This is an optimization exercise on Yosys and OpenROAD, whose aim is small area, a short achievable clock period and few clock cycles per item, not a production implementation.
Where RTL was checked, it was by simulation tests only, not by an equivalence proof against the original.
No activity file was given, so power comes from the tool's default toggle rates.

Design rgb565_to_bmp24_stream_writer, start of the top module:
module rgb565_to_bmp24_stream_writer (
  input  logic        clk_i,
  input  logic        rst_ni,
  input  logic        pix_valid_i,
  output logic        pix_ready_o,
  input  logic [15:0] pix_rgb565_i,
  output logic        out_valid_o,
  input  logic        out_ready_i,
  output logic [7:0]  out_byte_o,
  output logic        out_last_of_run_o,
  output logic        out_end_of_image_o,
  input  logic        cfg_we_i,
  input  logic [0:0]  cfg_idx_i,
  input  logic [12:0] cfg_data_i
);
  function automatic logic [7:0] scale5(logic [4:0] v);
    logic [2:0] u;
    if (v >= 5'd31)      u = 3'd7;
    else if (v >= 5'd27) u = 3'd6;
    else if (v >= 5'd23) u = 3'd5;
    else if (v >= 5'd18) u = 3'd4;
    else if (v >= 5'd14) u = 3'd3;
    else if (v >= 5'd9)  u = 3'd2;
    else if (v >= 5'd5)  u = 3'd1;
    else                 u = 3'd0;
    scale5 = {v, u};
  endfunction
  function automatic logic [7:0] scale6(logic [5:0] v);
    logic [1:0] t;
    if (v == 6'd63)      t = 2'd3;
    else if (v >= 6'd42) t = 2'd2;
    else if (v >= 6'd21) t = 2'd1;
    else                 t = 2'd0;
    scale6 = {v, t};
  endfunction
  function automatic logic [11:0] clamp_dim(logic [12:0] d);
    clamp_dim[11:1] = d[12] ? 11'd0 : d[11:1];
    clamp_dim[0]    = ~d[12] & (d[0] | (d[11:1] == 11'd0));
  endfunction
  logic [11:0] w_q, h_q;
  always_ff @(posedge clk_i or negedge rst_ni) begin
    if (!rst_ni) begin
      w_q <= 12'd320;
      h_q <= 12'd240;
    end else if (cfg_we_i) begin
      if (cfg_idx_i[0]) h_q <= clamp_dim(cfg_data_i);
      else              w_q <= clamp_dim(cfg_data_i);
    end
  end
  wire [12:0] w_full = {w_q == 12'd0, w_q};
  ...
clock: 9.0 ns
lec_check: 0
abc_clock_period_in_ps: 2500
cap_margin: 20
core_margin: 2
core_utilization: 40
cts_buf_list: sky130_fd_sc_hd__clkbuf_8
gpl_timing_driven: 1
slew_margin: 20
standard.sh (not shown) runs the stock make flow with config.mk's settings and CLKGATE_MAP_FILE= SYNTH_SCRIPT=/design/flow/synth_recipe.tcl, a recipe that flattens the netlist after the stock synthesis.
==> flow/flow/run.sh <==
#!/bin/bash
# The standard layout, with plain buffers (buf_1) on the ports instead of the default port
# buffer cell (the resizer still sizes them up where timing needs it), and timing repair
# aiming for 6.3 ns of setup slack.
set -euo pipefail
bash standard.sh "BUFFER_PORTS_ARGS=-buffer_cell sky130_fd_sc_hd__buf_1" SETUP_SLACK_MARGIN=6.3 finish > standard_make.log 2>&1
The first run went through all stages and came out clean.
Testbench counts at the start, summed over its fixed seeds: cycles 80,551, pixels 25,456.
Change:
--- a/flow/config.mk
+++ b/flow/config.mk
@@ -11,4 +11,3 @@
 export CORE_UTILIZATION = 40
 export CTS_BUF_LIST = sky130_fd_sc_hd__clkbuf_8
-export GPL_TIMING_DRIVEN = 1
 export SLEW_MARGIN = 20
The changed run completed without violations.
Power does not change.
Sequential share of layout area is unchanged.
Die area does not change.
Worst setup slack is unchanged.
Fmax does not change.
Register-to-register slack hardly moves.
Change:
==> flow/flow/run.sh (replaced) <==
#!/bin/bash
# The standard layout, with plain buffers (buf_1) on the ports instead of the default port
# buffer cell (the resizer still sizes them up where timing needs it), and timing repair
# aiming for 6.0 ns of setup slack.
set -euo pipefail
bash standard.sh "BUFFER_PORTS_ARGS=-buffer_cell sky130_fd_sc_hd__buf_1" SETUP_SLACK_MARGIN=6.0 finish > standard_make.log 2>&1
Outcome: Register-to-register slack got worse by 0.11 ns; die area does not change; final cell count goes down slightly; utilization goes down by 1.8 points; via count goes down slightly; design area goes down by a few percent.

* * *

The RTL this note starts from:
==> flow/design.v <==
package r2b_pkg;
  localparam logic [5:0] K_HDR0   = 6'd10;
  localparam logic [5:0] K_M1LAST = 6'd11;
  localparam logic [5:0] K_M2INIT = 6'd15;
  localparam logic [5:0] K_M2LAST = 6'd27;
  localparam logic [5:0] K_RCINC  = 6'd1;
endpackage
import r2b_pkg::*;
module rgb565_to_bmp24_stream_writer (
  input  logic        clk_i,
  input  logic        rst_ni,
  input  logic        pix_valid_i,
  output logic        pix_ready_o,
  input  logic [15:0] pix_rgb565_i,
  output logic        out_valid_o,
  input  logic        out_ready_i,
  output logic [7:0]  out_byte_o,
  output logic        out_last_of_run_o,
  output logic        out_end_of_image_o,
  input  logic        cfg_we_i,
  input  logic [0:0]  cfg_idx_i,
  input  logic [12:0] cfg_data_i
);
  function automatic logic [7:0] scale5(logic [4:0] v);
    logic [2:0] u;
    if (v >= 5'd31)      u = 3'd7;
    else if (v >= 5'd27) u = 3'd6;
    else if (v >= 5'd23) u = 3'd5;
    else if (v >= 5'd18) u = 3'd4;
    else if (v >= 5'd14) u = 3'd3;
    else if (v >= 5'd9)  u = 3'd2;
    else if (v >= 5'd5)  u = 3'd1;
    else                 u = 3'd0;
    scale5 = {v, u};
  endfunction
  function automatic logic [7:0] scale6(logic [5:0] v);
    logic [1:0] t;
    if (v == 6'd63)      t = 2'd3;
    else if (v >= 6'd42) t = 2'd2;
    else if (v >= 6'd21) t = 2'd1;
    else                 t = 2'd0;
    scale6 = {v, t};
  endfunction
  function automatic logic [11:0] clamp_dim(logic [12:0] d);
    clamp_dim[11:1] = d[12] ? 11'd0 : d[11:1];
    clamp_dim[0]    = ~d[12] & (d[0] | (d[11:1] == 11'd0));
  endfunction
  logic [11:0] w_q, h_q;
  always_ff @(posedge clk_i or negedge rst_ni) begin
    if (!rst_ni) begin
      w_q <= 12'd320;
      h_q <= 12'd240;
    end else if (cfg_we_i) begin
      if (cfg_idx_i[0]) h_q <= clamp_dim(cfg_data_i);
      else              w_q <= clamp_dim(cfg_data_i);
    end
  end
  wire [12:0] w_full = {w_q == 12'd0, w_q};
  wire [12:0] h_full = {h_q == 12'd0, h_q};
  logic        nf_q;         
  logic        pb_empty_q;   
  logic        pnew_q;       
  logic        ph_q;         
  logic        rr_v_q;       
  logic [1:0]  pad_q;        
  logic        hdr_q;        
  logic [5:0]  hidx_q;       
  logic        ov_q;         
  logic [15:0] pb_q;
  logic [4:0]  rr_q;
  logic        re_l_q, fe_l_q;    
  logic [12:0] acc_q, lo_q;       
  logic        bw_q;              
  logic        qi_q;              
  logic [7:0]  byte_q;
  logic        last_q, eoi_q;
  wire [11:0] cc = lo_q[11:0];
  wire [11:0] rc = acc_q[11:0];
  wire re_cur = (cc == 12'hFFE);
  wire fe_cur = re_cur & (rc == 12'hFFE);
  wire first  = nf_q | fe_cur;
  wire go       = ~ov_q | out_ready_i;       
  wire pad_pend = (pad_q != 2'd0);
  wire k_ge10   = (hidx_q >= K_HDR0);
  wire sel_r   = rr_v_q;
  wire sel_pad = ~rr_v_q & pad_pend;
  wire sel_hdr = ~rr_v_q & ~pad_pend & hdr_q & k_ge10;
  wire sel_pix = ~rr_v_q & ~pad_pend & ~hdr_q & ~pb_empty_q & ~(pnew_q & first);
  wire sel_any = sel_r | sel_pad | sel_hdr | sel_pix;
  wire sel_g   = sel_pix & ph_q;
  wire hfree   = hdr_q & ~k_ge10;
  wire hstep   = hfree | (go & sel_hdr);
  wire init1 = pnew_q & first;
  wire m1    = (hidx_q <= K_M1LAST);
  wire m2    = (hidx_q > K_M2INIT) && (hidx_q <= K_M2LAST);
  wire mstep = hstep & (m1 | m2);
  wire init2 = hstep & (hidx_q == K_M2INIT);
  wire hlast = hstep & (hidx_q == 6'd63);
  wire mask3 = (hidx_q == K_M1LAST - 6'd1) | (hidx_q == K_M2LAST - 6'd1);
  wire bw_n  = (lo_q[0] & (~lo_q[2] | bw_q)) | (~lo_q[2] & bw_q);
  wire qi_n  = ~lo_q[1] ^ (~lo_q[3] & ~mask3) ^ bw_n;
  wire [13:0] msum = {1'b0, acc_q} + ({14{qi_q}} & {1'b0, h_full});
  wire cc_adv  = pnew_q & ~first;
  wire lo_load = init1 | init2 | hlast | (cc_adv & re_cur);
  wire [11:0] inc_in  = hdr_q ? ~h_q : (re_cur ? rc : cc);
  wire [11:0] inc_out = inc_in + 12'd1;
  always_ff @(posedge clk_i) begin
    if (init1 | init2) begin
      acc_q <= init1 ? 13'd13 : 13'd0;      
      bw_q  <= 1'b0;
      qi_q  <= w_full[0] ^ w_full[2];
    end else if (mstep) begin
      acc_q <= msum[13:1];
      bw_q  <= bw_n;
      qi_q  <= qi_n;
    end else if (hlast) begin
      acc_q <= {1'b0, ~h_q};
    end else if (cc_adv & re_cur) begin
      acc_q <= {1'b0, inc_out};
    end
    if (lo_load)     lo_q <= ~w_full;
    else if (mstep)  lo_q <= {msum[0], lo_q[12:1]};
    else if (cc_adv) lo_q <= {lo_q[12], inc_out};
  end
  wire [24:0] prod = {acc_q, lo_q[12:1]};
  function automatic logic [7:0] size_byte(logic [24:0] p, logic [1:0] k, logic lsb1);
    case (k)
      2'd0:    size_byte = {p[5:0], lsb1, 1'b0};
      2'd1:    size_byte = p[13:6];
      2'd2:    size_byte = p[21:14];
      default: size_byte = {6'd0, p[23:22]};
    endcase
  endfunction
  logic [7:0] hdr_byte;
  always_comb begin
    case (hidx_q)
      6'd10: hdr_byte = 8'h42;
      6'd11: hdr_byte = 8'h4D;
      6'd12, 6'd13, 6'd14, 6'd15: hdr_byte = size_byte(prod, hidx_q[1:0], 1'b1);
      6'd20: hdr_byte = 8'd54;
      6'd24: hdr_byte = 8'd40;
      6'd28: hdr_byte = w_full[7:0];
      6'd29: hdr_byte = {3'd0, w_full[12:8]};
      6'd32: hdr_byte = inc_out[7:0];
      6'd33: hdr_byte = {4'hF, inc_out[11:8]};
      6'd34, 6'd35: hdr_byte = 8'hFF;
      6'd36: hdr_byte = 8'd1;
      6'd38: hdr_byte = 8'd24;
      6'd44, 6'd45, 6'd46, 6'd47: hdr_byte = size_byte(prod, hidx_q[1:0], 1'b0);
      default: hdr_byte = 8'h00;
    endcase
  end
  always_ff @(posedge clk_i or negedge rst_ni) begin
    if (!rst_ni) begin
      nf_q       <= 1'b1;
      pb_empty_q <= 1'b1;
      pnew_q     <= 1'b0;
      ph_q       <= 1'b0;
      rr_v_q     <= 1'b0;
      pad_q      <= 2'd0;
      hdr_q      <= 1'b0;
      ov_q       <= 1'b0;
    end else begin
      pnew_q     <= pb_empty_q & pix_valid_i;
      pb_empty_q <= pb_empty_q ? ~pix_valid_i : (go & sel_g);
      if (pnew_q) nf_q <= 1'b0;
      if (go & sel_pix) ph_q <= ~ph_q;
      if (go) begin
        if (sel_g)      rr_v_q <= 1'b1;
        else if (sel_r) rr_v_q <= 1'b0;
        if (sel_r)        pad_q <= re_l_q ? w_q[1:0] : 2'd0;
        else if (sel_pad) pad_q <= pad_q - 2'd1;
      end
      if (init1)      hdr_q <= 1'b1;
      else if (hlast) hdr_q <= 1'b0;
      ov_q <= sel_any | ~go;
    end
  end
  always_ff @(posedge clk_i) begin
    if (init1)      hidx_q <= 6'd0;
    else if (hstep) hidx_q <= hidx_q + 6'd1;
  end
  always_ff @(posedge clk_i) begin
    if (pb_empty_q) pb_q <= pix_rgb565_i;
    if (go & sel_g) begin
      rr_q   <= pb_q[15:11];
      re_l_q <= re_cur;
      fe_l_q <= fe_cur;
    end
  end
  logic [7:0] byte_d;
  logic       last_d, eoi_d;
  wire        pad0 = (w_q[1:0] == 2'd0);
  wire [4:0]  s5_in = sel_r ? rr_q : pb_q[4:0];
  always_comb begin
    byte_d = 8'h00;
    last_d = 1'b0;
    eoi_d  = 1'b0;
    if (sel_r) begin
      byte_d = scale5(s5_in);
      last_d = ~re_l_q | pad0;
      eoi_d  = fe_l_q & pad0;
    end else if (sel_pad) begin
      last_d = (pad_q == 2'd1);
      eoi_d  = fe_l_q & (pad_q == 2'd1);
    end else if (hdr_q) begin
      byte_d = hdr_byte;
    end else if (ph_q) begin
      byte_d = scale6(pb_q[10:5]);
    end else begin
      byte_d = scale5(s5_in);
    end
  end
  always_ff @(posedge clk_i) begin
    if (go) begin
      byte_q <= byte_d;
      last_q <= last_d;
      eoi_q  <= eoi_d;
    end
  end
  assign pix_ready_o        = pb_empty_q;
  assign out_valid_o        = ov_q;
  assign out_byte_o         = byte_q;
  assign out_last_of_run_o  = last_q;
  assign out_end_of_image_o = eoi_q;
endmodule
==> flow/config.mk <==
export PLATFORM = sky130hd
export DESIGN_NAME = rgb565_to_bmp24_stream_writer
export DESIGN_NICKNAME = rgb565_to_bmp24_stream_writer
export VERILOG_FILES = /design/flow/design.v
export SDC_FILE = /design/flow/constraint.sdc
export NUM_CORES = 4
export LEC_CHECK = 0
export ABC_CLOCK_PERIOD_IN_PS = 2500
export CAP_MARGIN = 20
export CORE_MARGIN = 2
export CORE_UTILIZATION = 40
export SLEW_MARGIN = 20
==> flow/constraint.sdc <==
create_clock -name core_clock -period 9.0 [get_ports {clk_i}]
set_input_delay 1.8000 -clock core_clock [delete_from_list [all_inputs] [get_ports {clk_i}]]
set_output_delay 1.8000 -clock core_clock [all_outputs]
set_load 0.01 [all_outputs]
==> flow/flow/run.sh <==
#!/bin/bash
# The standard layout, with plain buffers (buf_1) on the ports instead of the default port
# buffer cell (the resizer still sizes them up where timing needs it), and timing repair
# aiming for 6.0 ns of setup slack.
set -euo pipefail
bash standard.sh "BUFFER_PORTS_ARGS=-buffer_cell sky130_fd_sc_hd__buf_1" SETUP_SLACK_MARGIN=6.0 finish > standard_make.log 2>&1
The starting point completed with no timing, DRC or antenna violations.
Edit:
==> flow/flow/run.sh (replaced) <==
#!/bin/bash
# The standard layout, with plain buffers (buf_1) on the ports instead of the default port
# buffer cell; the resizer still sizes them up where timing needs it.
set -euo pipefail
bash standard.sh "BUFFER_PORTS_ARGS=-buffer_cell sky130_fd_sc_hd__buf_1" finish > standard_make.log 2>&1
SETUP_SLACK_MARGIN = 5   (was default)
Outcome:
- utilization goes down by 6.2 points
- via count goes down by 5.5%
- cell count goes down by 5.1%
- clock power goes down by 13%
- non-clock buffer count goes down by 47
- count of clock-buffer cells in the layout is unchanged
- total power goes down by 7.0%
- die area stays the same
- combinational power goes down by 15%
- setup slack gets worse by 0.64 ns
No functional check of the RTL was part of any run of this note.

[port drivers added, routing unchanged]
No port has a modelled driver above. Below, the same layouts with a new extraction and two added sets of constraints.
Step 1 sets driving cells, clkbuf_16 on the clock port and buf_2 on the other inputs (assumed; they add their load-dependent delay and slew).
Step 2 times the ports against the registers' clock, not the clock port: input delays grow and output delays shrink by t, the midpoint of the rising clock arrivals with the driver on.
Slacks: no drivers / after step 1 / after step 2; pairs: no drivers / after step 1.
| run | t (ns) | slack for setup (ns) | worst hold slack (ns) | latest minus earliest clock arrival (ns) |
|---|---|---|---|---|
| the first run of note 1 | 0.423 | 6.257 / 6.219 / 6.025 | 0.486 / 0.486 / 0.486 | 0.016 / 0.016 |
| the second run of note 1 | 0.423 | 6.257 / 6.219 / 6.025 | 0.486 / 0.486 / 0.486 | 0.016 / 0.016 |
| the third run of note 1 | 0.424 | 6.186 / 6.186 / 6.021 | 0.489 / 0.489 / 0.489 | 0.014 / 0.014 |
| the first run of note 2 | 0.400 | 5.787 / 5.799 / 5.399 | 0.422 / 0.422 / 0.422 | 0.011 / 0.011 |
| the second run of note 2 | 0.394 | 5.143 / 5.155 / 4.762 | 0.424 / 0.424 / 0.424 | 0.015 / 0.015 |
After both steps every run listed still meets setup and hold. For the first run of note 2, which loses most, drivers alone change the setup slack by +0.012 ns; drivers and shift together by -0.388 ns.
